This is an optimization exercise on Yosys and OpenROAD, whose aim is a short achievable clock period and few clock cycles, not a production implementation.
At most, simulation tests tie the RTL to the original design; equivalence was not proved.
The RTL of run 1 was laid out without a check of its function.
Power and IR drop assume default switching activity.

--- flow/design.v ---
`default_nettype none
package cpuPkg;
	localparam int dataW = 16;
	localparam int regAddrW = 4;
	localparam int regCount = 1 << regAddrW;
	typedef enum logic [3:0] {
		ADD = 4'h0,
		SUB = 4'h1,
		XOR = 4'h2,
		AND = 4'h3,
		LW  = 4'h8,
		SW  = 4'h9,
		LHB = 4'ha,
		LLB = 4'hb,
		B   = 4'hc,
		HLT = 4'hf
	} opcodeE;
	typedef struct packed {
		opcodeE opcode;
		logic [regAddrW-1:0] rd;
		logic [regAddrW-1:0] rs;
		logic [regAddrW-1:0] rt;
	} rTypeT;
	typedef struct packed {
		opcodeE opcode;
		logic [regAddrW-1:0] rd;
		logic [7:0] imm8;
	} immTypeT;
	typedef struct packed {
		opcodeE opcode;
		logic [2:0] cond;
		logic signed [8:0] offset;
	} brTypeT;
	typedef union packed {
		rTypeT rType;
		immTypeT immType;
		brTypeT brType;
	} instrU;
	typedef struct packed {
		logic n;
		logic v;
		logic z;
	} flagsT;
	typedef struct packed {
		logic valid;
		instrU instr;
		logic [dataW-1:0] pcNext;
		logic [dataW-1:0] srcA;
		logic [dataW-1:0] srcB;
		logic [regAddrW-1:0] rsIdx;
		logic [regAddrW-1:0] rtIdx;
		logic regWrite;
		logic memRead;
		logic memWrite;
		logic isBranch;
		logic isHalt;
	} decExT;
	typedef struct packed {
		logic valid;
		logic [dataW-1:0] aluOut;
		logic [dataW-1:0] storeData;
		logic [regAddrW-1:0] rd;
		logic regWrite;
		logic memRead;
		logic memWrite;
		logic isHalt;
	} exResT;
	typedef struct packed {
		logic [dataW-1:0] addr;
		logic [dataW-1:0] wdata;
		logic write;
	} memCmdT;
	typedef struct packed {
		logic en;
		logic [regAddrW-1:0] rd;
		logic [dataW-1:0] data;
	} wbT;
	localparam logic [2:0] NE = 3'b000;
	localparam logic [2:0] EQ = 3'b001;
	localparam logic [2:0] GT = 3'b010;
	localparam logic [2:0] LT = 3'b011;
	localparam logic [2:0] GE = 3'b100;
	localparam logic [2:0] LE = 3'b101;
	localparam logic [2:0] OV = 3'b110;
	localparam logic [2:0] UN = 3'b111;
endpackage
`default_nettype wire
`timescale 1ns/1ns
`default_nettype none
module cpu (
	input wire logic clk,
	input wire logic arstN,
	output logic [cpuPkg::dataW-1:0] pc,
	input wire cpuPkg::instrU instr,
	output logic memReq,
	output cpuPkg::memCmdT memCmd,
	input wire logic memAck,
	input wire logic [cpuPkg::dataW-1:0] memRdata,
	output logic hlt
);
	localparam int QN = 3;
	logic [15:0] pcReg;
	logic haltF;
	logic hltReg;
	logic fN, fV, fZ;
	logic eValid;
	logic eAs, eSub, eXor, eAnd, ePass, eLw, eSw;
	logic eWr;
	logic [3:0] eRd;
	logic [3:0] eOff;
	logic [15:0] eA, eB;
	logic reqReg;
	logic rel;  
	logic [2:0] qCount;
	logic [15:0] qAddr [QN];
	logic [15:0] qData [QN];
	logic qWrite [QN];
	logic [3:0] qRd [QN];
	logic [15:0] pend;
	logic [15:0] regs [1:15];
	logic [15:0] rfv [16];
	always_comb begin
		rfv[0] = 16'h0;
		for (int i = 1; i < 16; i++)
			rfv[i] = regs[i];
	end
	logic [15:0] bOp;
	logic [16:0] wide;
	logic ovf;
	logic [15:0] asRes;
	logic [15:0] aluRes;
	logic aN, aV, aZ;
	logic eSetsFlags;
	logic eMem;
	assign bOp = eSub ? ~eB : eB;
	assign wide = {eA[15], eA} + {bOp[15], bOp} + {16'h0, eSub};
	assign ovf = wide[16] ^ wide[15];
	assign asRes = ovf ? {wide[16], {15{!wide[16]}}} : wide[15:0];
	always_comb begin
		aluRes = 16'h0;
		if (eAs)
			aluRes = aluRes | asRes;
		if (eXor)
			aluRes = aluRes | (eA ^ eB);
		if (eAnd)
			aluRes = aluRes | (eA & eB);
		if (ePass)
			aluRes = aluRes | eB;
	end
	logic zAdd, zSub;
	assign zSub = eA == eB;
	assign zAdd = ((eA ^ eB) == {eA[14:0] | eB[14:0], 1'b0}) && !(eA[15] && eB[15]);
	always_comb begin
		if (eAs) begin
			aN = wide[16];
			aV = ovf;
			aZ = eSub ? zSub : zAdd;
		end else if (eXor) begin
			aN = eA[15] ^ eB[15];
			aV = 1'b0;
			aZ = zSub;
		end else begin
			aN = eA[15] & eB[15];
			aV = 1'b0;
			aZ = (eA & eB) == 16'h0;
		end
	end
	assign eSetsFlags = eValid && (eAs || eXor || eAnd);
	assign eMem = eValid && (eLw || eSw);
	logic [15:0] eAddr;
	assign eAddr = eA + {12'h000, eOff};
	logic done;
	logic ldDone;
	logic [3:0] ldRd;
	logic eStall;
	logic push;
	assign done = reqReg && memAck;
	assign ldDone = done && !qWrite[0];
	assign ldRd = qRd[0];
	assign eStall = eMem && qCount == 3'(QN) && !done;
	assign push = eMem && !eStall;
	assign memReq = reqReg;
	assign memCmd.addr = qAddr[0];
	assign memCmd.wdata = qData[0];
	assign memCmd.write = qWrite[0];
	logic [15:0] iw;
	logic [3:0] dOp, dRd, dRs, dRt, dBIdx;
	logic dAlu, dLw, dSw, dLhb, dLlb, dBr, dHlt;
	logic dUsesA, dUsesB, dWrites;
	logic [15:0] dA, dB;
	logic haz;
	logic dAdvance;
	logic taken;
	logic bN, bV, bZ;
	assign iw = instr;
	assign dOp = iw[15:12];
	assign dRd = iw[11:8];
	assign dRs = iw[7:4];
	assign dRt = iw[3:0];
	assign dAlu = dOp[3:2] == 2'b00;
	assign dLw = dOp == 4'h8;
	assign dSw = dOp == 4'h9;
	assign dLhb = dOp == 4'ha;
	assign dLlb = dOp == 4'hb;
	assign dBr = dOp == 4'hc;
	assign dHlt = dOp == 4'hf;
	assign dUsesA = dAlu || dLw || dSw;
	assign dUsesB = dAlu || dSw || dLhb;
	assign dBIdx = (dSw || dLhb) ? dRd : dRt;
	assign dWrites = dAlu || dLw || dLhb || dLlb;
	function automatic logic [15:0] readReg(input logic [3:0] idx);
		if (eValid && eWr && eRd == idx)
			readReg = aluRes;
		else if (ldDone && ldRd == idx && idx != 4'h0)
			readReg = memRdata;
		else
			readReg = rfv[idx];
	endfunction
	assign dA = readReg(dRs);
	assign dB = readReg(dBIdx);
	function automatic logic busy(input logic [3:0] r);
		busy = pend[r] && !(ldDone && ldRd == r);
	endfunction
	assign haz = (dUsesA && busy(dRs)) || (dUsesB && busy(dBIdx)) || (dWrites && busy(dRd));
	assign bN = eSetsFlags ? aN : fN;
	assign bV = eSetsFlags ? aV : fV;
	assign bZ = eSetsFlags ? aZ : fZ;
	always_comb begin
		case (iw[11:9])
			3'd0: taken = !bZ;
			3'd1: taken = bZ;
			3'd2: taken = !bZ && !bN;
			3'd3: taken = bN;
			3'd4: taken = bZ || !bN;
			3'd5: taken = bN || bZ;
			3'd6: taken = bV;
			default: taken = 1'b1;
		endcase
	end
	assign dAdvance = !haltF && !eStall && !haz;
	logic [15:0] pcInc;
	logic [15:0] pcBr;
	assign pcInc = pcReg + 16'd1;
	assign pcBr = pcInc + {{7{iw[8]}}, iw[8:0]};
	assign pc = pcReg;
	assign hlt = hltReg;
	logic [2:0] qCountNext;
	logic relNext;
	logic haltNext;
	assign qCountNext = qCount - {2'b00, done} + {2'b00, push};
	assign relNext = done || (rel && memAck);
	assign haltNext = haltF || (dAdvance && dHlt);
	always_ff @(posedge clk or negedge arstN) begin
		if (!arstN) begin
			pcReg <= '0;
			haltF <= 1'b0;
			hltReg <= 1'b0;
			fN <= 1'b0;
			fV <= 1'b0;
			fZ <= 1'b0;
			eValid <= 1'b0;
			eAs <= 1'b0;
			eSub <= 1'b0;
			eXor <= 1'b0;
			eAnd <= 1'b0;
			ePass <= 1'b0;
			eLw <= 1'b0;
			eSw <= 1'b0;
			eWr <= 1'b0;
			eRd <= '0;
			eOff <= '0;
			eA <= '0;
			eB <= '0;
			reqReg <= 1'b0;
			rel <= 1'b0;
			qCount <= '0;
			for (int i = 0; i < QN; i++) begin
				qAddr[i] <= '0;
				qData[i] <= '0;
				qWrite[i] <= 1'b0;
				qRd[i] <= '0;
			end
			pend <= '0;
			for (int i = 1; i < 16; i++)
				regs[i] <= '0;
		end else begin
			if (eSetsFlags) begin
				fN <= aN;
				fV <= aV;
				fZ <= aZ;
			end
			for (int i = 1; i < 16; i++) begin
				if (ldDone && ldRd == 4'(i))
					regs[i] <= memRdata;
				else if (eValid && eWr && eRd == 4'(i))
					regs[i] <= aluRes;
			end
			rel <= relNext;
			reqReg <= !relNext && qCountNext != 3'd0;
			hltReg <= haltNext && qCountNext == 3'd0;
			qCount <= qCountNext;
			for (int i = 0; i < QN; i++) begin
				if (push && qCount - {2'b00, done} == 3'(i)) begin
					qAddr[i] <= eAddr;
					qData[i] <= eB;
					qWrite[i] <= eSw;
					qRd[i] <= eRd;
				end else if (done && i < QN - 1) begin
					qAddr[i] <= qAddr[(i + 1) % QN];
					qData[i] <= qData[(i + 1) % QN];
					qWrite[i] <= qWrite[(i + 1) % QN];
					qRd[i] <= qRd[(i + 1) % QN];
				end
			end
			begin : scoreboard
				logic [15:0] p;
				p = pend;
				if (ldDone)
					p[ldRd] = 1'b0;
				if (dAdvance && dLw && dRd != 4'h0)
					p[dRd] = 1'b1;
				pend <= p;
			end
			if (!eStall) begin
				eValid <= dAdvance && (dAlu || dLw || dSw || dLhb || dLlb);
				eAs <= dOp[3:1] == 3'b000;
				eSub <= dOp == 4'h1;
				eXor <= dOp == 4'h2;
				eAnd <= dOp == 4'h3;
				ePass <= dLhb || dLlb;
				eLw <= dLw;
				eSw <= dSw;
				eWr <= (dAlu || dLhb || dLlb) && dRd != 4'h0;
				eRd <= dRd;
				eOff <= dRt;
				eA <= dA;
				eB <= dLlb ? {8'h00, iw[7:0]} : dLhb ? {iw[7:0], dB[7:0]} : dB;
			end
			if (dAdvance) begin
				if (dBr && taken)
					pcReg <= pcBr;
				else
					pcReg <= pcInc;
			end
			haltF <= haltNext;
		end
	end
endmodule
`default_nettype wire
--- flow/run.sh ---
#!/bin/bash
# synth_recipe.tcl (not shown) runs the flow's synth.tcl, then flattens the netlist and writes it again
# the make line also repeats each setting of config.mk as NAME=value (left out here)
make -C /OpenROAD-flow-scripts/flow DESIGN_CONFIG=/design/flow/config.mk WORK_HOME=/design/flow/orfs CLKGATE_MAP_FILE= SYNTH_SCRIPT=/design/flow/synth_recipe.tcl finish
--- flow/config.mk ---
export PLATFORM = sky130hd
export DESIGN_NAME = cpu
export DESIGN_NICKNAME = cpu
export VERILOG_FILES = /design/flow/design.v
export SDC_FILE = /design/flow/constraint.sdc
export NUM_CORES = 4
export LEC_CHECK = 0
export ABC_CLOCK_PERIOD_IN_PS = 1000
export CAP_MARGIN = 20
export CORE_MARGIN = 2
export CORE_UTILIZATION = 40
export SETUP_SLACK_MARGIN = 4.5
export SLEW_MARGIN = 20
--- flow/constraint.sdc ---
create_clock -name core_clock -period 7.2 [get_ports {clk}]
set_input_delay 1.4400 -clock core_clock [delete_from_list [all_inputs] [get_ports {clk}]]
set_output_delay 1.4400 -clock core_clock [all_outputs]
set_load 0.01 [all_outputs]
==> metrics.log, run 1 <==
INFO  metric portBuffers = 85
INFO  metric crit-reg2reg-launch = eSub
INFO  metric clockRootBuffer = clkbuf_16
INFO  metric vias = 29500
INFO  metric synthDominantCellAreaShare = 39.3%
INFO  metric clock_tree_from_tritoncts = done
INFO  metric die_y = 269 um
INFO  metric cellPowerDensity = 403 nW/um^2
INFO  metric total_leakage_power = 0.0152 uW
INFO  metric initial_core_util = 40.3%
INFO  metric number_of_h_tree_levels = 2
INFO  metric drc = 0
INFO  metric timing.critical_path.slowest_cell_delay = 0.42 ns
INFO  metric clock_sink_count = 442
INFO  metric netlist_top_cells_area = dfrtp_1 39%, a21oi_1 6.4%, nand2_1 5.3%
INFO  metric cp_slowest_cell = dfrtp_2
INFO  metric layout-area-overhead-vs-synth = 35.7%
INFO  metric fmax = 264 MHz
INFO  metric crit_buf_inv = 4
INFO  metric rows = 97
INFO  metric r2r-end = regs[10][14]
INFO  metric antenna_left = 0
INFO  metric critical_path.top_delay_family = compound AO/OA/AOI/OAI gates
INFO  metric cp_endpoint_kind = register
INFO  metric drt_first_pass_iters = 12
INFO  metric register_area = 11100 um^2
INFO  metric synth-warning-count = 7
INFO  metric ioPinCount = 86
INFO  metric worst_setup_path_start_kind = register
INFO  metric proportion_of_layout_cells_with_a_drive_suffix_above_1 = 31.9%
INFO  metric layout_min_cycle_time = 3.79 ns
INFO  metric filler_cells_inserted = 6098
INFO  metric worstSetupEndpoint = regs[10][14]
INFO  metric final-instance-count-excl-fill = 4547
INFO  metric post-layout-total-power = 15400 uW
INFO  metric dp.cells = 4110
INFO  metric multi_input_comb_area = 19000 um^2
INFO  metric post-route-util = 54.6%
INFO  metric timing.critical_path.cells = buf_12 > xor2_4 > inv_2 > fa_2 > nand3b_1 > a211o_1 > a21o_4 > a31oi_4 > o21ai_4 > buf_12 > buf_12 > a32oi_4 > o21a_4 > nor2_1 > a21oi_1 > o21ai_1
INFO  metric critical_path_cell_count = 16
INFO  metric dominantRegCellSynth = dfrtp_1
INFO  metric critPathKind = register to register
INFO  metric skew = 0.0368 ns
INFO  metric worst_ir_drop_vdd = 0.238 mV
INFO  metric cts_inserted_buffers = 52
INFO  metric clock_latency = 0.63 ns
INFO  metric crit_fanout = 8
INFO  metric netlist-cell-type-count = 89
INFO  metric synth_largest_area_cell = dfrtp_1
INFO  metric ys_ff_latch = 442
INFO  metric rsz0062_at_grt = true
INFO  metric required_arrival_time_at_the_worst_endpoint = 7.69 ns
INFO  metric wl_per_cell = 28.5 um
INFO  metric gpl.final_weighted_congestion = 0.952
INFO  metric grt_pass1_vias = 27600
INFO  metric synth-async-reset-ratio = 100%
INFO  metric synthesis.area = 28100 um^2
INFO  metric finalSetupTns = 0 ns
INFO  metric grt_pass1_wl = 187000 um
INFO  metric route.top_layer_used = met5
INFO  metric route.layer.met1.wl = 49600 um
INFO  metric synth_enable_flop_cells = 0
INFO  metric crit_path_start = eSub
INFO  metric dp.final_hpwl = 70900 um
INFO  metric grt_use_total = 34.1%
INFO  metric most_common_cell_after_layout_fill_and_taps_aside = dfrtp_1
INFO  metric worst_slew_pin_slew = 1.37 ns
INFO  metric path_common_cell = buf_12
INFO  metric finalHoldViolCount = 0
INFO  metric antenna_found_initial = 1
INFO  metric final_cell_mix = 408 x dfrtp_1, 381 x nand2_1, 259 x o21ai_1
INFO  metric routed-wl-met3 = 16200 um
INFO  metric post_synthesis_mean_instance_area = 8.48 um^2
INFO  metric dieArea = 72500 um^2
INFO  metric netlist_instances = 3319
INFO  metric slew_margin_rel = 8.62%
INFO  metric setup_viol = 0
INFO  metric arrival = 4.28 ns
INFO  metric grt_start_max_net_pins = 141
INFO  metric outcome = no timing/DRC/antenna violations
INFO  metric r2r.worst_path.cells = 16
INFO  metric wl_met2 = 54700 um
INFO  metric finalWirelength = 130000 um
INFO  metric final.period_utilization = 52.6%
INFO  metric synth.yosys.seq_area_share = 39.3%
INFO  metric detailedRoute.firstIterationViolations = 4890
INFO  metric post_drt_via_cell_ratio = 6.49
INFO  metric placeableCoreArea = 69900 um^2
INFO  metric final-max-slew-violation-count = 0
INFO  metric ctsLongestPathBuffers = 3
INFO  metric die_w = 269 um
INFO  metric design.final.nets = 3682
INFO  metric global_route.overflow_total = 0
INFO  metric cts.reportedPaths.clkPinSlew = 0.06 ns
INFO  metric maxCapViolCount = 0
INFO  metric postSynthNetCount = 3437
INFO  metric min_path_type = register to register
INFO  metric ff2ff_setup_slack = 3.41 ns
## cell usage after synthesis (all sizes together) (4+ instances only)
cell and count:
a211o 5, a211oi 18, a21boi 14, a21o 10
a21oi 362, a221o 7, a221oi 27, a222oi 46
a22o 39, a22oi 167, a31oi 12, and2 25
and3 33, and4 7, buf 103, clkbuf 195
dfrtp 442, ha 80, inv 63, mux2 50
mux2i 102, mux4 10, nand2 397, nand2b 34
nand3 68, nand4 34, nor2 363, nor2b 13
nor3 42, nor3b 4, nor4 13, o2111ai 14
o211ai 11, o21a 17, o21ai 316, o21bai 7
o22ai 10, o311ai 4, or3 14, or4 4
xnor2 52, xor2 51
## worst min-delay path by stage
stage | start | slack (ns) | cells after the start | end
6_report | eOff[2] | 0.48 | 2 | eOff[2]
5_1_grt | eOff[3] | 0.51 | 2 | eOff[3]
4_1_cts | eOff[2] | 0.48 | 2 | eOff[2]
3_5_place_dp | eOff[2] | 0.46 | 2 | eOff[2]
3_3_place_gp | eLw | 0.46 | 2 | eLw
2_1_floorplan | eLw | 0.44 | 2 | eLw
## kinds of logic (layout without fill, tap and decap cells)
| logic type | after synthesis | in the layout | synth area share, % |
|---|---|---|---|
| buf+inv | 361 | 610 | 5.63 |
| mux | 162 | 162 | 6.47 |
| compound gates | 1112 | 1135 | 25.0 |
| fa+ha+maj | 83 | 83 | 3.77 |
| other cells | 0 | 3 | 0 |
| simple gates | 1056 | 1069 | 16.6 |
| flops | 442 | 442 | 39.3 |
| xor+xnor | 103 | 103 | 3.30 |
## power breakdown
part	switching, uW	internal, uW	total [uW]
clock	1170	1560	2720
combinational	4280	3560	7840
sequential	1290	3550	4840
## repair_timing
item                       CTS  global route
cloned                      54             3
buffers inserted           225            51
hold buffers                 0             0
pin swaps                  210           204
setup endpoints to repair  491           452
gates resized for setup    631           356
## per-stage QoR
stage	setup slack (ns)	area (um^2)	hold slack, ns
2_1_floorplan	3.51	29600	0.445
3_3_place_gp	1.65	30100	0.460
3_5_place_dp	1.57	30100	0.463
4_1_cts	3.54	36600	0.477
5_1_grt	3.30	38200	0.506
6_report	3.41	38200	0.481
## registers in the layout (all words and copies together), names as in the netlist, 12 cells and up
name   flops
eA        16
qAddr     48
regs     240
pcReg     16
qData     48
qRd       12
pend      16
eB        16
## routing by layer
layer | vias up | global-route usage (%)
li1 | 12500 | -
met1 | 14200 | 44.1
met2 | 2157 | 50.5
met3 | 618 | 11.5
met4 | 2 | 17.8
met5 | - | 0
## cell type report
type / instances / share of cell area [%]
clock buffers: 70 / 3.79
well taps: 940 / 3.08
clock inverters: 24 / 0.672
repair inverters: 2 / 0.0459
multi-input cells: 2552 / 49.8
diodes: 3 / 0.0197
flip-flops and latches: 442 / 29.1
inverters: 63 / 0.695
repair buffers: 451 / 12.9
## worst register-to-register path: stages, from the launching register on
cell and delay [ns]:
dfrtp_2 0.42, buf_12 0.18, xor2_4 0.19, inv_2 0.06, fa_2 0.40, nand3b_1 0.23
a211o_1 0.36, a21o_4 0.27, a31oi_4 0.24, o21ai_4 0.11, buf_12 0.15, buf_12 0.13
a32oi_4 0.32, o21a_4 0.31, nor2_1 0.07, a21oi_1 0.17, o21ai_1 0.08
==> run 2, diff against run 1 <==
--- a/flow/design.v
+++ b/flow/design.v
@@ -88,4 +88,39 @@
 `timescale 1ns/1ns
 `default_nettype none
+module pfxAdd16 (
+	input wire logic [15:0] a,
+	input wire logic [15:0] b,
+	input wire logic cin,
+	output logic [15:0] s,
+	output logic c15,
+	output logic c16
+);
+	logic [15:0] p0;
+	logic [15:0] g [5];
+	logic [15:0] p [5];
+	always_comb begin
+		p0 = a ^ b;
+		g[0] = a & b;
+		g[0][0] = (a[0] & b[0]) | (p0[0] & cin);
+		p[0] = p0;
+		for (int l = 0; l < 4; l++) begin
+			for (int i = 0; i < 16; i++) begin
+				if (i >= (1 << l)) begin
+					g[l + 1][i] = g[l][i] | (p[l][i] & g[l][i - (1 << l)]);
+					p[l + 1][i] = p[l][i] & p[l][i - (1 << l)];
+				end else begin
+					g[l + 1][i] = g[l][i];
+					p[l + 1][i] = p[l][i];
+				end
+			end
+		end
+		s = p0 ^ {g[4][14:0], cin};
+		c15 = g[4][14];
+		c16 = g[4][15];
+	end
+endmodule
+`default_nettype wire
+`timescale 1ns/1ns
+`default_nettype none
 module cpu (
 	input wire logic clk,
@@ -99,5 +134,5 @@
 	output logic hlt
 );
-	localparam int QN = 3;
+	localparam int QN = 4;
 	logic [15:0] pcReg;
 	logic haltF;
@@ -105,4 +140,7 @@
 	logic fN, fV, fZ;
 	logic eValid;
+	logic wValid;
+	logic [3:0] wRd;
+	logic [15:0] wRes;
 	logic eAs, eSub, eXor, eAnd, ePass, eLw, eSw;
 	logic eWr;
@@ -111,5 +149,4 @@
 	logic [15:0] eA, eB;
 	logic reqReg;
-	logic rel;  
 	logic [2:0] qCount;
 	logic [15:0] qAddr [QN];
@@ -133,7 +170,17 @@
 	logic eSetsFlags;
 	logic eMem;
-	assign bOp = eSub ? ~eB : eB;
-	assign wide = {eA[15], eA} + {bOp[15], bOp} + {16'h0, eSub};
-	assign ovf = wide[16] ^ wide[15];
+	logic [15:0] sum;
+	logic c15, c16;
+	assign bOp = eB;
+	pfxAdd16 aluAdd (
+		.a(eA),
+		.b(bOp),
+		.cin(eSub),
+		.s(sum),
+		.c15(c15),
+		.c16(c16)
+	);
+	assign wide = {eA[15] ^ bOp[15] ^ c16, sum};
+	assign ovf = c16 ^ c15;
 	assign asRes = ovf ? {wide[16], {15{!wide[16]}}} : wide[15:0];
 	always_comb begin
@@ -148,6 +195,7 @@
 			aluRes = aluRes | eB;
 	end
-	logic zAdd, zSub;
-	assign zSub = eA == eB;
+	logic zAdd, zSub, zXor;
+	assign zSub = (eA ^ eB) == 16'hffff;
+	assign zXor = eA == eB;
 	assign zAdd = ((eA ^ eB) == {eA[14:0] | eB[14:0], 1'b0}) && !(eA[15] && eB[15]);
 	always_comb begin
@@ -159,5 +207,5 @@
 			aN = eA[15] ^ eB[15];
 			aV = 1'b0;
-			aZ = zSub;
+			aZ = zXor;
 		end else begin
 			aN = eA[15] & eB[15];
@@ -173,11 +221,9 @@
 	logic ldDone;
 	logic [3:0] ldRd;
-	logic eStall;
 	logic push;
 	assign done = reqReg && memAck;
 	assign ldDone = done && !qWrite[0];
 	assign ldRd = qRd[0];
-	assign eStall = eMem && qCount == 3'(QN) && !done;
-	assign push = eMem && !eStall;
+	assign push = eMem;
 	assign memReq = reqReg;
 	assign memCmd.addr = qAddr[0];
@@ -212,4 +258,6 @@
 		if (eValid && eWr && eRd == idx)
 			readReg = aluRes;
+		else if (wValid && wRd == idx)
+			readReg = wRes;
 		else if (ldDone && ldRd == idx && idx != 4'h0)
 			readReg = memRdata;
@@ -238,16 +286,26 @@
 		endcase
 	end
-	assign dAdvance = !haltF && !eStall && !haz;
+	logic dMem;
+	logic qFull;
+	assign dMem = dLw || dSw;
+	assign qFull = qCount - {2'b00, done} + {2'b00, eMem} == 3'(QN);
+	assign dAdvance = !haltF && !haz && !(dMem && qFull);
 	logic [15:0] pcInc;
 	logic [15:0] pcBr;
 	assign pcInc = pcReg + 16'd1;
-	assign pcBr = pcInc + {{7{iw[8]}}, iw[8:0]};
+	logic brC15, brC16;
+	pfxAdd16 brAdd (
+		.a(pcReg),
+		.b({{7{iw[8]}}, iw[8:0]}),
+		.cin(1'b1),
+		.s(pcBr),
+		.c15(brC15),
+		.c16(brC16)
+	);
 	assign pc = pcReg;
 	assign hlt = hltReg;
 	logic [2:0] qCountNext;
-	logic relNext;
 	logic haltNext;
 	assign qCountNext = qCount - {2'b00, done} + {2'b00, push};
-	assign relNext = done || (rel && memAck);
 	assign haltNext = haltF || (dAdvance && dHlt);
 	always_ff @(posedge clk or negedge arstN) begin
@@ -260,25 +318,7 @@
 			fZ <= 1'b0;
 			eValid <= 1'b0;
-			eAs <= 1'b0;
-			eSub <= 1'b0;
-			eXor <= 1'b0;
-			eAnd <= 1'b0;
-			ePass <= 1'b0;
-			eLw <= 1'b0;
-			eSw <= 1'b0;
-			eWr <= 1'b0;
-			eRd <= '0;
-			eOff <= '0;
-			eA <= '0;
-			eB <= '0;
+			wValid <= 1'b0;
 			reqReg <= 1'b0;
-			rel <= 1'b0;
 			qCount <= '0;
-			for (int i = 0; i < QN; i++) begin
-				qAddr[i] <= '0;
-				qData[i] <= '0;
-				qWrite[i] <= 1'b0;
-				qRd[i] <= '0;
-			end
 			pend <= '0;
 			for (int i = 1; i < 16; i++)
@@ -293,24 +333,10 @@
 				if (ldDone && ldRd == 4'(i))
 					regs[i] <= memRdata;
-				else if (eValid && eWr && eRd == 4'(i))
-					regs[i] <= aluRes;
+				else if (wValid && wRd == 4'(i))
+					regs[i] <= wRes;
 			end
-			rel <= relNext;
-			reqReg <= !relNext && qCountNext != 3'd0;
+			reqReg <= !memAck && qCountNext != 3'd0;
 			hltReg <= haltNext && qCountNext == 3'd0;
 			qCount <= qCountNext;
-			for (int i = 0; i < QN; i++) begin
-				if (push && qCount - {2'b00, done} == 3'(i)) begin
-					qAddr[i] <= eAddr;
-					qData[i] <= eB;
-					qWrite[i] <= eSw;
-					qRd[i] <= eRd;
-				end else if (done && i < QN - 1) begin
-					qAddr[i] <= qAddr[(i + 1) % QN];
-					qData[i] <= qData[(i + 1) % QN];
-					qWrite[i] <= qWrite[(i + 1) % QN];
-					qRd[i] <= qRd[(i + 1) % QN];
-				end
-			end
 			begin : scoreboard
 				logic [15:0] p;
@@ -322,19 +348,6 @@
 				pend <= p;
 			end
-			if (!eStall) begin
-				eValid <= dAdvance && (dAlu || dLw || dSw || dLhb || dLlb);
-				eAs <= dOp[3:1] == 3'b000;
-				eSub <= dOp == 4'h1;
-				eXor <= dOp == 4'h2;
-				eAnd <= dOp == 4'h3;
-				ePass <= dLhb || dLlb;
-				eLw <= dLw;
-				eSw <= dSw;
-				eWr <= (dAlu || dLhb || dLlb) && dRd != 4'h0;
-				eRd <= dRd;
-				eOff <= dRt;
-				eA <= dA;
-				eB <= dLlb ? {8'h00, iw[7:0]} : dLhb ? {iw[7:0], dB[7:0]} : dB;
-			end
+			eValid <= dAdvance && (dAlu || dLw || dSw || dLhb || dLlb);
+			wValid <= eValid && eWr;
 			if (dAdvance) begin
 				if (dBr && taken)
@@ -346,4 +359,35 @@
 		end
 	end
+	always_ff @(posedge clk) begin
+		for (int i = 0; i < QN; i++) begin
+			if (push && qCount - {2'b00, done} == 3'(i)) begin
+				qAddr[i] <= eAddr;
+				qData[i] <= eB;
+				qWrite[i] <= eSw;
+				qRd[i] <= eRd;
+			end else if (done && i < QN - 1) begin
+				qAddr[i] <= qAddr[(i + 1) % QN];
+				qData[i] <= qData[(i + 1) % QN];
+				qWrite[i] <= qWrite[(i + 1) % QN];
+				qRd[i] <= qRd[(i + 1) % QN];
+			end
+		end
+		wRd <= eRd;
+		wRes <= aluRes;
+		begin
+			eAs <= dOp[3:1] == 3'b000;
+			eSub <= dOp == 4'h1;
+			eXor <= dOp == 4'h2;
+			eAnd <= dOp == 4'h3;
+			ePass <= dLhb || dLlb;
+			eLw <= dLw;
+			eSw <= dSw;
+			eWr <= (dAlu || dLhb || dLlb) && dRd != 4'h0;
+			eRd <= dRd;
+			eOff <= dRt;
+			eA <= dA;
+			eB <= dLlb ? {8'h00, iw[7:0]} : dLhb ? {iw[7:0], dB[7:0]} : (dOp == 4'h1) ? ~dB : dB;
+		end
+	end
 endmodule
 `default_nettype wire
==> run 2 against run 1 <==
Critical path depth shrank 2. Sequential power rose by 8.3%. Worst hold slack improved by 0.0056 ns. Non-clock buffer count down 20. Critical endpoint is now pcReg[2]. Clock skew down 0.012 ns. Die area is 7.3% higher. Synthesized cell count fell by 1.7%.
==> metrics.log, run 2 <==
INFO  metric ctsLongestPathBuffers = 3
INFO  metric clock_sink_count = 499
INFO  metric synth_compound_area_share = 21.0%
INFO  metric routed-wl-met3 = 14300 um
INFO  metric cts_inserted_buffers = 57
INFO  metric gpl.final_weighted_congestion = 1.00
INFO  metric maxCapViolCount = 0
INFO  metric crit_buf_inv = 3
INFO  metric grt_start_max_net_pins = 115
INFO  metric finalWirelength = 139000 um
INFO  metric global_route.overflow_total = 0
INFO  metric worst_ir_drop_vdd = 0.217 mV
INFO  metric ioPinCount = 86
INFO  metric synthSimpleGateAreaFrac = 15.5%
INFO  metric detailedRoute.firstIterationViolations = 4548
INFO  metric most_common_cell_after_layout_fill_and_taps_aside = nor2_1
INFO  metric crit_fanout = 8
INFO  metric portBuffers = 85
INFO  metric layout_min_cycle_time = 3.60 ns
INFO  metric finalSetupTns = 0 ns
INFO  metric ys_ff_latch = 499
INFO  metric required_arrival_time_at_the_worst_endpoint = 7.71 ns
INFO  metric synthDominantCellAreaShare = 23.4%
INFO  metric drt_first_pass_iters = 10
INFO  metric final.period_utilization = 50.0%
INFO  metric setup_viol = 0
INFO  metric vias = 29800
INFO  metric min_path_type = register to register
INFO  metric timing.critical_path.cells = fa_2 > inv_2 > fa_2 > nor2b_4 > o31a_1 > o211a_4 > a211o_4 > a31o_4 > xnor2_4 > a2111oi_4 > buf_6 > buf_12 > mux2i_1 > a22oi_1
INFO  metric worst_setup_path_start_kind = register
INFO  metric layout-area-overhead-vs-synth = 31.3%
INFO  metric largest_register_ffs = 240
INFO  metric pre_cts_ws = 1.09 ns
INFO  metric grt_pass1_vias = 28900
INFO  metric postCtsHoldBufs = 0
INFO  metric finalInstanceArea = 39700 um^2
INFO  metric share_clk_of_total_power = 21.3%
INFO  metric netlist_instances = 3263
INFO  metric clock_tree_from_tritoncts = done
INFO  metric combPwrFrac = 41.0%
INFO  metric synth-async-reset-ratio = 56.7%
INFO  metric proportion_of_layout_cells_with_a_drive_suffix_above_1 = 27.5%
INFO  metric critical_path.top_delay_family = compound AO/OA/AOI/OAI gates
INFO  metric synth.yosys.seq_area_share = 42.6%
INFO  metric number_of_h_tree_levels = 2
INFO  metric dp.final_hpwl = 82300 um
INFO  metric antenna_left = 0
INFO  metric synth_enable_flop_cells = 148
INFO  metric p_int = 8140 uW
INFO  metric wl_per_cell = 30.8 um
INFO  metric rows = 100
INFO  metric grt_pass1_wl = 197000 um
INFO  metric biggestRegsByFlops = regs: 240 flops, qAddr: 64 flops, qData: 64 flops
INFO  metric seq_power_share = 37.7%
INFO  metric post_synthesis_mean_instance_area = 9.26 um^2
INFO  metric switching_share = 41.4%
INFO  metric rsz0062_at_grt = true
INFO  metric post_synth_fa_ha_maj_area_fraction = 2.95%
INFO  metric synth_mux_area_share = 10.1%
INFO  metric grt_use_total = 34.3%
INFO  metric synth-warning-count = 10
INFO  metric clockRootBuffer = clkbuf_16
INFO  metric worst_slew_pin_slew = 1.15 ns
INFO  metric path_common_cell = fa_2
INFO  metric xor_xnor_share_of_the_synthesized_area = 2.24%
INFO  metric largest_register = regs
INFO  metric critPathKind = register to register
INFO  metric post_drt_via_cell_ratio = 6.61
INFO  metric netlist-cell-type-count = 107
INFO  metric total_leakage_power = 0.0160 uW
INFO  metric drc = 0
INFO  metric top_cells_by_instance_count_after_synthesis = 304 x nand2_1, 301 x nor2_1, 283 x dfrtp_1
INFO  metric route.layer.met1.wl = 52300 um
INFO  metric outcome = no timing/DRC/antenna violations
INFO  metric design.final.nets = 3594
INFO  metric largest_family_of_logic_cells_by_synthesized_area = compound AO/OA/AOI/OAI gates
INFO  metric cellPowerDensity = 350 nW/um^2
INFO  metric final_worst_setup_slack = 3.60 ns
INFO  metric power.net_switching = 5750 uW
INFO  metric cp_endpoint_kind = register
INFO  metric clock_latency = 0.64 ns
INFO  metric synthesis.area = 30200 um^2
INFO  metric cell_with_the_most_instances_after_synthesis = nand2_1
INFO  metric die_y = 279 um
INFO  metric post-layout-total-power = 13900 uW
INFO  metric placeableCoreArea = 74600 um^2
INFO  metric final-max-slew-violation-count = 0
INFO  metric wl_met2 = 62500 um
INFO  metric dieArea = 77800 um^2
INFO  metric route.top_layer_used = met5
INFO  metric post-route-util = 53.2%
INFO  metric synth_largest_area_cell = dfrtp_1
INFO  metric dominantRegCellSynth = dfrtp_1
INFO  metric finalHoldViolCount = 0
INFO  metric antenna_found_initial = 5
INFO  metric cts.reportedPaths.clkPinSlew = 0.07 ns
INFO  metric postSynthNetCount = 3366
INFO  metric skew = 0.0247 ns
INFO  metric die_w = 279 um
INFO  metric initial_core_util = 40.5%
INFO  metric arrival = 4.11 ns
INFO  metric final_cell_mix = 284 x nor2_1, 275 x dfrtp_1, 266 x mux2i_1
INFO  metric timing.critical_path.slowest_cell_delay = 0.40 ns
INFO  metric netlist_top_cells_area = dfrtp_1 23%, edfxtp_1 15%, mux2i_1 8.9%
INFO  metric placedInstanceArea = 32300 um^2
INFO  metric cp_slowest_cell = fa_2
INFO  metric slew_margin_rel = 22.9%
INFO  metric fmax = 278 MHz
[run 2: final timing paths]
| path | start | end | slack [ns] | cells past startpoint |
|---|---|---|---|---|
| max | eA[0] | pcReg[2] | 3.60 | 14 |
| min | eRd[2] | wRd[2] | 0.49 | 0 |
| max reg2reg | eA[0] | pcReg[2] | 3.60 | 14 |
| min reg2reg | eRd[2] | wRd[2] | 0.49 | 0 |
| max in group asynchronous | arstN | pcReg[13] | 5.14 | 2 |
| min in group asynchronous | arstN | regs[10][10] | 0.83 | 1 |
[run 2: worst reg2reg max path, delay by kind of cell, from the launching register on]
kind / cells / cell delay (ns)
AO/OA/AOI/OAI: 6 / 1.66
adder cells (fa/ha/maj): 2 / 0.63
XOR/XNOR: 1 / 0.14
AND/OR/NAND/NOR: 1 / 0.06
buffers and inverters: 3 / 0.42
flip-flops: 1 / 0.35
multiplexers: 1 / 0.24
[run 2: routing by layer]
metal / global-route usage (%) / vias up
met5: 0 / -
met4: 20.0 / 4
met2: 53.8 / 2067
met1: 43.1 / 14500
met3: 8.12 / 590
li1: - / 12600
[run 2: kinds of logic (layout without fill, tap and decap cells)]
logic type	after synthesis	after routing
and+or+nand+nor	996	1025
AOI/OAI and AO/OA	945	945
DFF	499	499
buffers and inverters	392	636
muxes	291	291
xor gates and xnor gates	71	72
adders and majority gates	69	69
other	0	3
[run 2: area by class of cell]
class	instances	area (um^2)
inverter	100	414
clock inverter	29	243
timing repair buffer	431	4500
tap	969	1210
sequential	499	13000
fill	6557	34900
antenna	3	7.51
multi-input combinational	2402	18700
clock buffer	76	1620
[run 2: power groups by stage]
stage               combinational, uW  sequential, uW  clock (uW)
floorplan                        3210            4510           0
global placement                 4010            5140           0
detailed placement               4120            5160           0
CTS                              5200            5120        2980
global route                     6080            5270        3100
finish                           5690            5240        2960
[run 2: per-stage QoR]
step,std cells,hold slack (ns)
after CTS,4441,0.480
after global placement,4086,0.472
after floorplan,3263,0.409
after global routing,4508,0.500
after detailed placement,4086,0.480
final,4509,0.487
[run 2: timing repair]
item,CTS,global route
gates resized for setup,681,146
cloned,33,20
setup buffers,217,45
setup endpoints to repair,640,384
pin swaps,153,116
endpoints found under the hold margin,0,0
Testbench counts of run 2, summed over its fixed seeds: cycles 37,596.
==> run 3, diff against run 2 <==
--- a/flow/design.v
+++ b/flow/design.v
@@ -235,5 +235,4 @@
 	logic dUsesA, dUsesB, dWrites;
 	logic [15:0] dA, dB;
-	logic haz;
 	logic dAdvance;
 	logic taken;
@@ -256,39 +255,58 @@
 	assign dWrites = dAlu || dLw || dLhb || dLlb;
 	function automatic logic [15:0] readReg(input logic [3:0] idx);
-		if (eValid && eWr && eRd == idx)
-			readReg = aluRes;
-		else if (wValid && wRd == idx)
-			readReg = wRes;
-		else if (ldDone && ldRd == idx && idx != 4'h0)
-			readReg = memRdata;
-		else
-			readReg = rfv[idx];
+		logic [15:0] base;
+		logic hitW, hitL;
+		base = rfv[idx];
+		hitW = wValid && wRd == idx;
+		hitL = ldDone && ldRd == idx && idx != 4'h0;
+		readReg = hitW ? wRes : hitL ? memRdata : base;
 	endfunction
+	logic [15:0] dBt, dBd;
 	assign dA = readReg(dRs);
-	assign dB = readReg(dBIdx);
-	function automatic logic busy(input logic [3:0] r);
-		busy = pend[r] && !(ldDone && ldRd == r);
+	assign dBt = readReg(dRt);
+	assign dBd = readReg(dRd);
+	assign dB = (dSw || dLhb) ? dBd : dBt;
+	logic ldOnAck;
+	assign ldOnAck = reqReg && !qWrite[0];
+	function automatic logic hazFor(input logic ack);
+		logic [15:0] busyL, busyR;
+		for (int r = 0; r < 16; r++) begin
+			busyL[r] = pend[r] && !(ack && ldOnAck && ldRd == 4'(r));
+			busyR[r] = busyL[r] || (eValid && eWr && eRd == 4'(r));
+		end
+		hazFor = (dUsesA && busyR[dRs]) || (dAlu && busyR[dRt]) || ((dSw || dLhb) && busyR[dRd])
+			|| (dWrites && busyL[dRd]);
 	endfunction
-	assign haz = (dUsesA && busy(dRs)) || (dUsesB && busy(dBIdx)) || (dWrites && busy(dRd));
-	assign bN = eSetsFlags ? aN : fN;
-	assign bV = eSetsFlags ? aV : fV;
-	assign bZ = eSetsFlags ? aZ : fZ;
-	always_comb begin
-		case (iw[11:9])
-			3'd0: taken = !bZ;
-			3'd1: taken = bZ;
-			3'd2: taken = !bZ && !bN;
-			3'd3: taken = bN;
-			3'd4: taken = bZ || !bN;
-			3'd5: taken = bN || bZ;
-			3'd6: taken = bV;
-			default: taken = 1'b1;
+	function automatic logic condHolds(input logic [2:0] c, input logic n, input logic v, input logic z);
+		case (c)
+			3'd0: condHolds = !z;
+			3'd1: condHolds = z;
+			3'd2: condHolds = !z && !n;
+			3'd3: condHolds = n;
+			3'd4: condHolds = z || !n;
+			3'd5: condHolds = n || z;
+			3'd6: condHolds = v;
+			default: condHolds = 1'b1;
 		endcase
-	end
+	endfunction
+	logic predict;
+	logic bPend, bPredT;
+	logic [2:0] bCond;
+	logic [15:0] bAlt;
+	logic mis;
+	assign predict = eSetsFlags && iw[11:9] != 3'd7;
+	assign taken = predict ? iw[8] : condHolds(iw[11:9], fN, fV, fZ);
+	assign mis = bPend && (condHolds(bCond, fN, fV, fZ) != bPredT);
 	logic dMem;
-	logic qFull;
 	assign dMem = dLw || dSw;
-	assign qFull = qCount - {2'b00, done} + {2'b00, eMem} == 3'(QN);
-	assign dAdvance = !haltF && !haz && !(dMem && qFull);
+	function automatic logic advFor(input logic ack);
+		logic full;
+		full = qCount - {2'b00, ack && reqReg} + {2'b00, eMem} == 3'(QN);
+		advFor = !haltF && !hazFor(ack) && !(dMem && full) && !mis;
+	endfunction
+	logic adv0, adv1;
+	assign adv0 = advFor(1'b0);
+	assign adv1 = advFor(1'b1);
+	assign dAdvance = memAck ? adv1 : adv0;
 	logic [15:0] pcInc;
 	logic [15:0] pcBr;
@@ -319,4 +337,5 @@
 			eValid <= 1'b0;
 			wValid <= 1'b0;
+			bPend <= 1'b0;
 			reqReg <= 1'b0;
 			qCount <= '0;
@@ -350,5 +369,8 @@
 			eValid <= dAdvance && (dAlu || dLw || dSw || dLhb || dLlb);
 			wValid <= eValid && eWr;
-			if (dAdvance) begin
+			bPend <= dAdvance && dBr && predict;
+			if (mis)
+				pcReg <= bAlt;
+			else if (dAdvance) begin
 				if (dBr && taken)
 					pcReg <= pcBr;
@@ -375,4 +397,7 @@
 		wRd <= eRd;
 		wRes <= aluRes;
+		bPredT <= taken;
+		bCond <= iw[11:9];
+		bAlt <= taken ? pcInc : pcBr;
 		begin
 			eAs <= dOp[3:1] == 3'b000;
==> run 3 against run 2 <==
Setup slack better by 0.30 ns. Worst hold slack lost 0.058 ns. Synthesized cell count grew 8.3%. Still clean on timing, DRC and antenna. Wire length rose by 11%. Die area grew 5.1%. Sequential power is 7.8% higher. Total power up 3.4%. Flip-flop and latch count is 18 higher. First-iteration DRC count is 15% higher. Combinational power about the same.
==> metrics.log, run 3 <==
INFO  metric outcome = no timing/DRC/antenna violations
INFO  metric grt_pass1_wl = 215000 um
INFO  metric wl_per_cell = 31.3 um
INFO  metric clockRootBuffer = clkbuf_16
INFO  metric synth_enable_flop_cells = 148
INFO  metric netlist_top_cells_area = dfrtp_1 22%, edfxtp_1 14%, mux2i_1 8.4%
INFO  metric worst_slew_pin_slew = 1.22 ns
INFO  metric ctsLongestPathBuffers = 3
INFO  metric detailedRoute.firstIterationViolations = 5220
INFO  metric ioPinCount = 86
INFO  metric final-max-slew-violation-count = 0
INFO  metric finalWirelength = 154000 um
INFO  metric antenna_found_initial = 3
INFO  metric skew = 0.0378 ns
INFO  metric total_leakage_power = 0.0165 uW
INFO  metric die_y = 286 um
INFO  metric largest_register = regs
INFO  metric vias = 32900
INFO  metric grt_use_total = 35.7%
INFO  metric netlist_instances = 3534
INFO  metric clock_sink_count = 517
INFO  metric dominantRegCellSynth = dfrtp_1
INFO  metric portBuffers = 85
INFO  metric cts.reportedPaths.clkPinSlew = 0.06 ns
INFO  metric cp_slowest_cell = edfxtp_1
INFO  metric final.period_utilization = 45.8%
INFO  metric grt_start_max_net_pins = 103
INFO  metric worst_ir_drop_vdd = 0.202 mV
INFO  metric crit_buf_inv = 4
INFO  metric synthesis.area = 31800 um^2
INFO  metric required_arrival_time_at_the_worst_endpoint = 7.76 ns
INFO  metric cell_with_the_most_instances_after_synthesis = nor2_1
INFO  metric worst_setup_path_start_kind = register
INFO  metric clock_tree_from_tritoncts = done
INFO  metric ys_ff_latch = 517
INFO  metric slew_margin_rel = 18.6%
INFO  metric synth-warning-count = 10
INFO  metric antenna_left = 0
INFO  metric critPathKind = register to register
INFO  metric gpl.final_weighted_congestion = 0.985
INFO  metric timing.critical_path.slowest_cell_delay = 0.40 ns
INFO  metric dp.cells = 4476
INFO  metric finalInstanceArea = 41900 um^2
INFO  metric synth.yosys.seq_area_share = 41.7%
INFO  metric min_path_type = register to register
INFO  metric most_common_cell_after_layout_fill_and_taps_aside = nor2_1
INFO  metric initial_core_util = 40.3%
INFO  metric drc = 0
INFO  metric proportion_of_layout_cells_with_a_drive_suffix_above_1 = 27.0%
INFO  metric design.final.nets = 3923
INFO  metric cp_endpoint_kind = register
INFO  metric finalHoldViolCount = 0
INFO  metric netlist-cell-type-count = 95
INFO  metric placeableCoreArea = 78900 um^2
INFO  metric placedInstanceArea = 34300 um^2
INFO  metric synth_largest_area_cell = dfrtp_1
INFO  metric top_cells_by_instance_count_after_synthesis = 367 x nor2_1, 331 x nand2_1, 308 x a21oi_1
INFO  metric post_drt_via_cell_ratio = 6.70
INFO  metric layout_min_cycle_time = 3.30 ns
INFO  metric post_synthesis_mean_instance_area = 9.00 um^2
INFO  metric pre_cts_ws = 1.92 ns
INFO  metric critical_path.top_delay_family = compound AO/OA/AOI/OAI gates
INFO  metric synth-async-reset-ratio = 54.9%
INFO  metric cts_inserted_buffers = 59
INFO  metric dp.final_hpwl = 88100 um
INFO  metric dieArea = 81800 um^2
INFO  metric rows = 103
INFO  metric grt_pass1_vias = 30400
INFO  metric finalSetupTns = 0 ns
INFO  metric die_w = 286 um
INFO  metric cellPowerDensity = 343 nW/um^2
INFO  metric synthDominantCellAreaShare = 22.3%
INFO  metric arrival = 3.86 ns
INFO  metric rsz0062_at_grt = true
INFO  metric crit-reg2reg-launch = qRd[0][1]
INFO  metric layout-area-overhead-vs-synth = 31.7%
INFO  metric number_of_h_tree_levels = 2
INFO  metric setup_viol = 0
INFO  metric fmax = 303 MHz
INFO  metric maxCapViolCount = 0
INFO  metric postSynthNetCount = 3644
INFO  metric drt_first_pass_iters = 13
INFO  metric final_worst_setup_slack = 3.90 ns
INFO  metric clock_latency = 0.66 ns
INFO  metric crit_path_start = qRd[0][1]
INFO  metric largest_register_ffs = 240
INFO  metric final-instance-count-excl-fill = 4916
INFO  metric postCtsHoldBufs = 0
INFO  metric global_route.overflow_total = 0
INFO  metric final_cell_mix = 328 x nor2_1, 291 x a21oi_1, 288 x nand2_1
INFO  metric post-route-util = 53.1%
INFO  metric crit_fanout = 8
INFO  metric biggestRegsByFlops = regs: 240 flops, qAddr: 64 flops, qData: 64 flops
INFO  metric holdCritStartpoint = bAlt[1]
INFO  metric timing.critical_path.cells = buf_8 > inv_8 > buf_4 > ha_1 > nand2_2 > o21ai_2 > a21boi_0 > nor4_1 > o21ai_1 > o22ai_1 > o31a_2 > a21o_4 > nand2_8 > buf_12 > nor4b_4
==> run 3: changes by cell type in the layout (fill, tap and decap cells not counted), sizes merged, moves of 22 or more <==
cell,previous run,this run
nor2,304,367
o21ai,186,248
buf,380,436
a221oi,21,60
a22oi,169,205
a21oi,278,311
a31oi,9,42
nand3,93,123
o22ai,5,29
nand2,320,342
==> run 3: logic make-up (layout without fill, tap and decap cells) <==
logic type               Yosys count  after routing  synth area share, %
flip-flops                       517            517                 41.7
other                              0              3                    0
AO/OA/AOI/OAI                   1109           1110                 22.8
multiplexers                     293            293                 9.75
AND/OR/NAND/NOR                 1044           1073                 14.9
adder cells (fa/ha/maj)           75             75                 3.07
buffers and inverters            396            695                 4.99
XOR/XNOR                         100            100                 2.75
==> run 3: cell type report <==
class	count	area (um^2)
Timing Repair Buffer	493	5250
Fill cell	7071	37000
Antenna cell	3	7.51
Multi-Input combinational cell	2651	19700
Tap cell	1050	1310
Inverter	90	408
Sequential cell	517	13300
Timing Repair inverter	1	8.76
Clock inverter	28	256
Clock buffer	83	1620
==> run 3: worst paths after layout <==
path	end	slack (ns)	cells after the start
hold / removal	pcReg[1]	0.43	2
max in group asynchronous	regs[8][11]	5.02	2
setup reg to reg	bPend	3.90	15
hold reg to reg	pcReg[1]	0.43	2
setup / recovery	bPend	3.90	15
min in group asynchronous	regs[1][0]	0.85	1
==> run 3: tightest hold or removal path, delay by kind of cell, from the launching register on <==
family             cells  cell delay [ns]
DFF                    1             0.30
AOI/OAI and AO/OA      1             0.05
and+or+nand+nor        1             0.04
==> run 3: metal layers <==
layer  track usage, %  part of all wire (%)  vias to the layer above  wire (um)
met4             19.0                   7.4                        6      11500
met2             53.5                    43                     2549      65500
li1                 -                     -                    13700          -
met1             45.7                    38                    15800      58100
met3             11.3                    12                      827      18700
met5             1.45                  0.13                        -        207
==> run 3: where the power goes <==
part | internal (uW) | switching, uW
Clock | 1680 | 1330
Sequential | 4080 | 1570
Combinational | 2580 | 3120
==> run 3: through the flow <==
| stage | total power (uW) | hold WS, ns |
|---|---|---|
| after floorplan | 8000 | 0.389 |
| after global placement | 9560 | 0.420 |
| after detailed placement | 9600 | 0.417 |
| after CTS | 13600 | 0.429 |
| after global routing | 14900 | 0.440 |
| final | 14400 | 0.429 |
==> run 3: what timing repair did <==
item,4_1_cts,5_1_grt
setup endpoints to repair,625,357
gates resized for setup,709,198
pin swaps,133,103
gates cloned,32,18
setup buffers,191,85
Testbench counts of run 3, summed over its fixed seeds: cycles 38,951.
==> run 4, diff against run 3 <==
--- a/flow/design.v
+++ b/flow/design.v
@@ -137,4 +137,6 @@
 	logic [15:0] pcReg;
 	logic haltF;
+	logic hValid;
+	logic [15:0] hIw;
 	logic hltReg;
 	logic fN, fV, fZ;
@@ -143,16 +145,27 @@
 	logic [3:0] wRd;
 	logic [15:0] wRes;
-	logic eAs, eSub, eXor, eAnd, ePass, eLw, eSw;
+	logic wAs, wOvf, wSign;
+	logic [15:0] wSum, wOther;
+	logic eAs, eSub, eXor, eAnd, eLlb, eLhb, eLw, eSw;
 	logic eWr;
 	logic [3:0] eRd;
-	logic [3:0] eOff;
-	logic [15:0] eA, eB;
+	logic [7:0] eImm;
+	logic [15:0] eA, eBt, eBd;
+	logic [15:0] eWrOH;
 	logic reqReg;
-	logic [2:0] qCount;
+	logic [QN-1:0] qV;
 	logic [15:0] qAddr [QN];
 	logic [15:0] qData [QN];
 	logic qWrite [QN];
 	logic [3:0] qRd [QN];
+	logic [15:0] qRdOH [QN];
 	logic [15:0] pend;
+	logic [15:0] eLdOH;
+	always_comb begin
+		pend = (eValid && eLw) ? eLdOH : 16'h0;
+		for (int i = 0; i < QN; i++)
+			if (qV[i])
+				pend = pend | qRdOH[i];
+	end
 	logic [15:0] regs [1:15];
 	logic [15:0] rfv [16];
@@ -166,5 +179,4 @@
 	logic ovf;
 	logic [15:0] asRes;
-	logic [15:0] aluRes;
 	logic aN, aV, aZ;
 	logic eSetsFlags;
@@ -172,5 +184,5 @@
 	logic [15:0] sum;
 	logic c15, c16;
-	assign bOp = eB;
+	assign bOp = eBt;
 	pfxAdd16 aluAdd (
 		.a(eA),
@@ -183,20 +195,21 @@
 	assign wide = {eA[15] ^ bOp[15] ^ c16, sum};
 	assign ovf = c16 ^ c15;
-	assign asRes = ovf ? {wide[16], {15{!wide[16]}}} : wide[15:0];
+	assign wRes = !wAs ? wOther : wOvf ? {wSign, {15{!wSign}}} : wSum;
+	logic [15:0] otherRes;
 	always_comb begin
-		aluRes = 16'h0;
-		if (eAs)
-			aluRes = aluRes | asRes;
+		otherRes = 16'h0;
 		if (eXor)
-			aluRes = aluRes | (eA ^ eB);
+			otherRes = otherRes | (eA ^ eBt);
 		if (eAnd)
-			aluRes = aluRes | (eA & eB);
-		if (ePass)
-			aluRes = aluRes | eB;
+			otherRes = otherRes | (eA & eBt);
+		if (eLlb)
+			otherRes = otherRes | {8'h00, eImm};
+		if (eLhb)
+			otherRes = otherRes | {eImm, eBd[7:0]};
 	end
 	logic zAdd, zSub, zXor;
-	assign zSub = (eA ^ eB) == 16'hffff;
-	assign zXor = eA == eB;
-	assign zAdd = ((eA ^ eB) == {eA[14:0] | eB[14:0], 1'b0}) && !(eA[15] && eB[15]);
+	assign zSub = (eA ^ eBt) == 16'hffff;
+	assign zXor = eA == eBt;
+	assign zAdd = ((eA ^ eBt) == {eA[14:0] | eBt[14:0], 1'b0}) && !(eA[15] && eBt[15]);
 	always_comb begin
 		if (eAs) begin
@@ -205,11 +218,11 @@
 			aZ = eSub ? zSub : zAdd;
 		end else if (eXor) begin
-			aN = eA[15] ^ eB[15];
+			aN = eA[15] ^ eBt[15];
 			aV = 1'b0;
 			aZ = zXor;
 		end else begin
-			aN = eA[15] & eB[15];
+			aN = eA[15] & eBt[15];
 			aV = 1'b0;
-			aZ = (eA & eB) == 16'h0;
+			aZ = (eA & eBt) == 16'h0;
 		end
 	end
@@ -217,5 +230,5 @@
 	assign eMem = eValid && (eLw || eSw);
 	logic [15:0] eAddr;
-	assign eAddr = eA + {12'h000, eOff};
+	assign eAddr = eA + {12'h000, eImm[3:0]};
 	logic done;
 	logic ldDone;
@@ -234,9 +247,9 @@
 	logic dAlu, dLw, dSw, dLhb, dLlb, dBr, dHlt;
 	logic dUsesA, dUsesB, dWrites;
-	logic [15:0] dA, dB;
+	logic [15:0] dA;
 	logic dAdvance;
 	logic taken;
 	logic bN, bV, bZ;
-	assign iw = instr;
+	assign iw = hValid ? hIw : instr;
 	assign dOp = iw[15:12];
 	assign dRd = iw[11:8];
@@ -266,13 +279,8 @@
 	assign dBt = readReg(dRt);
 	assign dBd = readReg(dRd);
-	assign dB = (dSw || dLhb) ? dBd : dBt;
-	logic ldOnAck;
-	assign ldOnAck = reqReg && !qWrite[0];
 	function automatic logic hazFor(input logic ack);
 		logic [15:0] busyL, busyR;
-		for (int r = 0; r < 16; r++) begin
-			busyL[r] = pend[r] && !(ack && ldOnAck && ldRd == 4'(r));
-			busyR[r] = busyL[r] || (eValid && eWr && eRd == 4'(r));
-		end
+		busyL = pend & ~({16{ack && reqReg}} & qRdOH[0]);
+		busyR = busyL | (eValid ? eWrOH : 16'h0);
 		hazFor = (dUsesA && busyR[dRs]) || (dAlu && busyR[dRt]) || ((dSw || dLhb) && busyR[dRd])
 			|| (dWrites && busyL[dRd]);
@@ -295,6 +303,8 @@
 	logic [15:0] bAlt;
 	logic mis;
-	assign predict = eSetsFlags && iw[11:9] != 3'd7;
-	assign taken = predict ? iw[8] : condHolds(iw[11:9], fN, fV, fZ);
+	logic fBr;
+	assign fBr = instr[15:12] == 4'hc;
+	assign predict = eSetsFlags && instr[11:9] != 3'd7;
+	assign taken = predict ? instr[8] : condHolds(instr[11:9], fN, fV, fZ);
 	assign mis = bPend && (condHolds(bCond, fN, fV, fZ) != bPredT);
 	logic dMem;
@@ -302,5 +312,8 @@
 	function automatic logic advFor(input logic ack);
 		logic full;
-		full = qCount - {2'b00, ack && reqReg} + {2'b00, eMem} == 3'(QN);
+		if (ack && reqReg)
+			full = eMem && qV[QN - 1];
+		else
+			full = qV[QN - 1] || (eMem && qV[QN - 2]);
 		advFor = !haltF && !hazFor(ack) && !(dMem && full) && !mis;
 	endfunction
@@ -315,5 +328,5 @@
 	pfxAdd16 brAdd (
 		.a(pcReg),
-		.b({{7{iw[8]}}, iw[8:0]}),
+		.b({{7{instr[8]}}, instr[8:0]}),
 		.cin(1'b1),
 		.s(pcBr),
@@ -323,7 +336,9 @@
 	assign pc = pcReg;
 	assign hlt = hltReg;
-	logic [2:0] qCountNext;
+	logic [QN-1:0] qAfterPop;
+	logic [QN-1:0] qVNext;
 	logic haltNext;
-	assign qCountNext = qCount - {2'b00, done} + {2'b00, push};
+	assign qAfterPop = done ? qV >> 1 : qV;
+	assign qVNext = push ? {qAfterPop[QN-2:0], 1'b1} : qAfterPop;
 	assign haltNext = haltF || (dAdvance && dHlt);
 	always_ff @(posedge clk or negedge arstN) begin
@@ -338,7 +353,7 @@
 			wValid <= 1'b0;
 			bPend <= 1'b0;
+			hValid <= 1'b0;
 			reqReg <= 1'b0;
-			qCount <= '0;
-			pend <= '0;
+			qV <= '0;
 			for (int i = 1; i < 16; i++)
 				regs[i] <= '0;
@@ -355,16 +370,7 @@
 					regs[i] <= wRes;
 			end
-			reqReg <= !memAck && qCountNext != 3'd0;
-			hltReg <= haltNext && qCountNext == 3'd0;
-			qCount <= qCountNext;
-			begin : scoreboard
-				logic [15:0] p;
-				p = pend;
-				if (ldDone)
-					p[ldRd] = 1'b0;
-				if (dAdvance && dLw && dRd != 4'h0)
-					p[dRd] = 1'b1;
-				pend <= p;
-			end
+			reqReg <= !memAck && qVNext[0];
+			hltReg <= haltNext && !qVNext[0];
+			qV <= qVNext;
 			eValid <= dAdvance && (dAlu || dLw || dSw || dLhb || dLlb);
 			wValid <= eValid && eWr;
@@ -372,10 +378,11 @@
 			if (mis)
 				pcReg <= bAlt;
-			else if (dAdvance) begin
-				if (dBr && taken)
+			else if (!hValid && !haltF) begin
+				if (fBr && taken)
 					pcReg <= pcBr;
 				else
 					pcReg <= pcInc;
 			end
+			hValid <= !dAdvance && !mis && !haltF;
 			haltF <= haltNext;
 		end
@@ -383,9 +390,10 @@
 	always_ff @(posedge clk) begin
 		for (int i = 0; i < QN; i++) begin
-			if (push && qCount - {2'b00, done} == 3'(i)) begin
+			if (push && !qAfterPop[i] && (i == 0 || qAfterPop[(i + QN - 1) % QN])) begin
 				qAddr[i] <= eAddr;
-				qData[i] <= eB;
+				qData[i] <= eBd;
 				qWrite[i] <= eSw;
 				qRd[i] <= eRd;
+				qRdOH[i] <= eLw ? eLdOH : 16'h0;
 			end else if (done && i < QN - 1) begin
 				qAddr[i] <= qAddr[(i + 1) % QN];
@@ -393,10 +401,17 @@
 				qWrite[i] <= qWrite[(i + 1) % QN];
 				qRd[i] <= qRd[(i + 1) % QN];
+				qRdOH[i] <= qRdOH[(i + 1) % QN];
 			end
 		end
+		if (!hValid)
+			hIw <= instr;
 		wRd <= eRd;
-		wRes <= aluRes;
+		wAs <= eAs;
+		wOvf <= ovf;
+		wSign <= wide[16];
+		wSum <= sum;
+		wOther <= otherRes;
 		bPredT <= taken;
-		bCond <= iw[11:9];
+		bCond <= instr[11:9];
 		bAlt <= taken ? pcInc : pcBr;
 		begin
@@ -405,12 +420,16 @@
 			eXor <= dOp == 4'h2;
 			eAnd <= dOp == 4'h3;
-			ePass <= dLhb || dLlb;
+			eLlb <= dLlb;
+			eLhb <= dLhb;
 			eLw <= dLw;
 			eSw <= dSw;
 			eWr <= (dAlu || dLhb || dLlb) && dRd != 4'h0;
 			eRd <= dRd;
-			eOff <= dRt;
+			eImm <= iw[7:0];
+			eWrOH <= (dAlu || dLhb || dLlb) ? 16'(1) << dRd & 16'hfffe : 16'h0;
+			eLdOH <= 16'(1) << dRd & 16'hfffe;
 			eA <= dA;
-			eB <= dLlb ? {8'h00, iw[7:0]} : dLhb ? {iw[7:0], dB[7:0]} : (dOp == 4'h1) ? ~dB : dB;
+			eBt <= (dOp == 4'h1) ? ~dBt : dBt;
+			eBd <= dBd;
 		end
 	end
==> run 4 against run 3 <==
Still clean. Die area up 9.9%. Clock power is 34% higher. Sequential power hardly changed. Clock skew increased by 0.020 ns. Synthesized cell count increased by 14%. Wire length up 11%. Non-clock buffer count grew 87. Largest power group is now registers.
==> metrics.log, run 4 <==
INFO  metric number_of_h_tree_levels = 3
INFO  metric synth_largest_area_cell = dfrtp_1
INFO  metric combPwrFrac = 26.1%
INFO  metric final.period_utilization = 43.3%
INFO  metric clock_tree_from_tritoncts = done
INFO  metric p_int = 8250 uW
INFO  metric layout-area-overhead-vs-synth = 33.7%
INFO  metric crit_fanout = 8
INFO  metric netlist_top_cells_area = dfrtp_1 19%, edfxtp_1 18%, dfxtp_1 9.3%
INFO  metric detailedRoute.firstIterationViolations = 6615
INFO  metric grt_start_max_net_pins = 137
INFO  metric antenna_found_initial = 4
INFO  metric finalSetupTns = 0 ns
INFO  metric most_common_cell_after_layout_fill_and_taps_aside = nand2_1
INFO  metric final_worst_setup_slack = 4.08 ns
INFO  metric clock_latency = 0.66 ns
INFO  metric dominantRegCellSynth = dfrtp_1
INFO  metric synthesis.area = 35000 um^2
INFO  metric netlist_instances = 4033
INFO  metric biggestRegsByFlops = regs: 240 flops, qAddr: 64 flops, qData: 64 flops
INFO  metric hold_path_end = pcReg[9]
INFO  metric r2r.worst_path.cells = 13
INFO  metric final-max-slew-violation-count = 0
INFO  metric maxCapViolCount = 0
INFO  metric critPathKind = input port to register
INFO  metric setup_viol = 0
INFO  metric dieArea = 89800 um^2
INFO  metric skew = 0.0575 ns
INFO  metric finalHoldViolCount = 0
INFO  metric design.final.nets = 4476
INFO  metric placeableCoreArea = 86800 um^2
INFO  metric cell_with_the_most_instances_after_synthesis = nand2_1
INFO  metric post_drt_via_cell_ratio = 6.55
INFO  metric grt_pass1_vias = 33900
INFO  metric wl_per_cell = 30.5 um
INFO  metric synth-async-reset-ratio = 42.2%
INFO  metric share_clk_of_total_power = 30.7%
INFO  metric netlist-cell-type-count = 86
INFO  metric die_y = 300 um
INFO  metric final_cell_mix = 584 x nand2_1, 349 x o21ai_0, 336 x nor2_1
INFO  metric switching_share = 37.1%
INFO  metric clock_sink_count = 640
INFO  metric ff2ff_setup_slack = 4.17 ns
INFO  metric antenna_left = 0
INFO  metric die_w = 300 um
INFO  metric slew_margin_rel = 25.2%
INFO  metric dp.final_hpwl = 97700 um
INFO  metric ctsLongestPathBuffers = 3
INFO  metric finalWirelength = 171000 um
INFO  metric proportion_of_layout_cells_with_a_drive_suffix_above_1 = 25.9%
INFO  metric synthDominantCellAreaShare = 19.3%
INFO  metric postSynthNetCount = 4123
INFO  metric post_synthesis_mean_instance_area = 8.67 um^2
INFO  metric worst_setup_path_start_kind = input port
INFO  metric r2r-end = fV
INFO  metric outcome = no timing/DRC/antenna violations
INFO  metric pre_cts_ws = 1.99 ns
INFO  metric register_area = 16300 um^2
INFO  metric holdCritStartpoint = bAlt[9]
INFO  metric gpl.final_weighted_congestion = 1.01
INFO  metric drc = 0
INFO  metric worst_slew_pin_slew = 1.12 ns
INFO  metric largest_register_ffs = 240
INFO  metric cts_inserted_buffers = 77
INFO  metric power.net_switching = 4860 uW
INFO  metric cp_endpoint_kind = register
INFO  metric largest_register = regs
INFO  metric worst_ir_drop_vdd = 0.181 mV
INFO  metric min_path_type = register to register
INFO  metric synth.yosys.seq_area_share = 46.4%
INFO  metric total_leakage_power = 0.0173 uW
INFO  metric clockRootBuffer = clkbuf_16
INFO  metric layout_min_cycle_time = 3.12 ns
INFO  metric rsz0062_at_grt = true
INFO  metric grt_pass1_wl = 244000 um
INFO  metric global_route.overflow_total = 0
INFO  metric filler_cells_inserted = 7650
INFO  metric seq_power_share = 43.2%
INFO  metric top_cells_by_instance_count_after_synthesis = 621 x nand2_1, 398 x nor2_1, 386 x o21ai_0
INFO  metric vias = 36700
INFO  metric hold_depth = 2
INFO  metric portBuffers = 85
INFO  metric arrival = 3.64 ns
INFO  metric crit-reg2reg-launch = eBt[0]
INFO  metric required_arrival_time_at_the_worst_endpoint = 7.72 ns
INFO  metric drt_first_pass_iters = 12
INFO  metric ioPinCount = 86
INFO  metric rows = 108
INFO  metric cts.reportedPaths.clkPinSlew = 0.06 ns
INFO  metric cellPowerDensity = 280 nW/um^2
INFO  metric initial_core_util = 40.3%
INFO  metric grt_use_total = 36.8%
INFO  metric multi_input_comb_area = 19800 um^2
INFO  metric synth-warning-count = 11
INFO  metric ys_ff_latch = 640
INFO  metric synth_enable_flop_cells = 208
INFO  metric fmax = 321 MHz
INFO  metric postCtsHoldBufs = 0
-- run 4: cells by family (layout without fill, tap and decap cells) --
kind of cell               Yosys count  after routing  share of synthesized area (%)
AOI/OAI and AO/OA                 1345           1345                           24.5
DFF                                640            640                           46.4
xor gates and xnor gates           111            111                           2.78
adders and majority gates           55             55                           2.05
and+or+nand+nor                   1403           1413                           17.5
other                                0              4                              0
muxes                               61             61                           2.03
buffers and inverters              418            825                           4.75
-- run 4: layout make-up --
type	instances	area share, %
multi-input cells	2985	42.3
flip-flops and latches	640	34.8
repair buffers	580	13.2
clock buffers	111	4.70
well taps	1155	3.09
inverters	101	1.01
clock inverters	32	0.880
diodes	4	0.0214
repair inverters	1	0.0187
-- run 4: routing by layer --
| layer | track usage, % | routed length, um | vias to the layer above |
|---|---|---|---|
| li1 | - | - | 15500 |
| met2 | 52.6 | 70200 | 2834 |
| met3 | 13.8 | 22700 | 874 |
| met1 | 47.9 | 65400 | 17500 |
| met5 | 0.688 | 227 | - |
| met4 | 20.7 | 12500 | 8 |
-- run 4: repair_timing --
action / in CTS / in global routing
endpoints found under the setup margin: 779 / 403
pin swaps: 243 / 167
gates resized for setup: 663 / 148
buffers inserted: 328 / 63
cloned: 21 / 5
-- run 4: critical path: stages --
cell,delay (ns)
buf_8,0.11
mux2i_4,0.32
inv_6,0.12
nand2_8,0.14
nor2_4,0.08
buf_6,0.16
a22o_1,0.24
a221oi_2,0.16
nand4_1,0.31
a221oi_4,0.46
a21oi_2,0.07
-- run 4: how the worst max path moves through the flow --
stage,from,end,slack [ns],depth (start not counted)
floorplan,instr[11],pcReg[1],3.69,11
detailed placement,instr[8],eBd[4],1.99,11
global placement,instr[0],hValid,2.10,11
finish,instr[7],eA[8],4.08,11
global route,eBt[0],fV,4.08,13
CTS,eBt[0],fV,4.11,13
-- run 4: power groups by stage --
stage | combinational [uW] | sequential (uW) | clock [uW]
global route | 3660 | 5670 | 4210
CTS | 3180 | 5550 | 4060
global placement | 2820 | 5640 | 0
detailed placement | 2840 | 5620 | 0
floorplan | 2050 | 5080 | 0
finish | 3420 | 5670 | 4020
-- run 4: stage by stage --
stage          std cells  util (%)  total power (uW)  hold slack, ns  area [um^2]
6_report            5609      53.9             13100           0.420        46800
5_1_grt             5606      53.9             13500           0.436        46800
4_1_cts             5537      52.4             12800           0.423        45500
3_5_place_dp        5045      43.7              8460           0.418        37900
3_3_place_gp        5045      43.7              8450           0.414        37900
2_1_floorplan       4033         -              7130           0.403        36400
Testbench counts of run 4, summed over its fixed seeds: cycles 38,951.

Check on run 4: ideal ports give 4.081 ns setup slack; a clkbuf_16 on the clock port and buf_2 on the inputs give 4.115 ns; moving port delays by the midpoint clock arrival (0.712 ns) as well gives 3.403 ns.
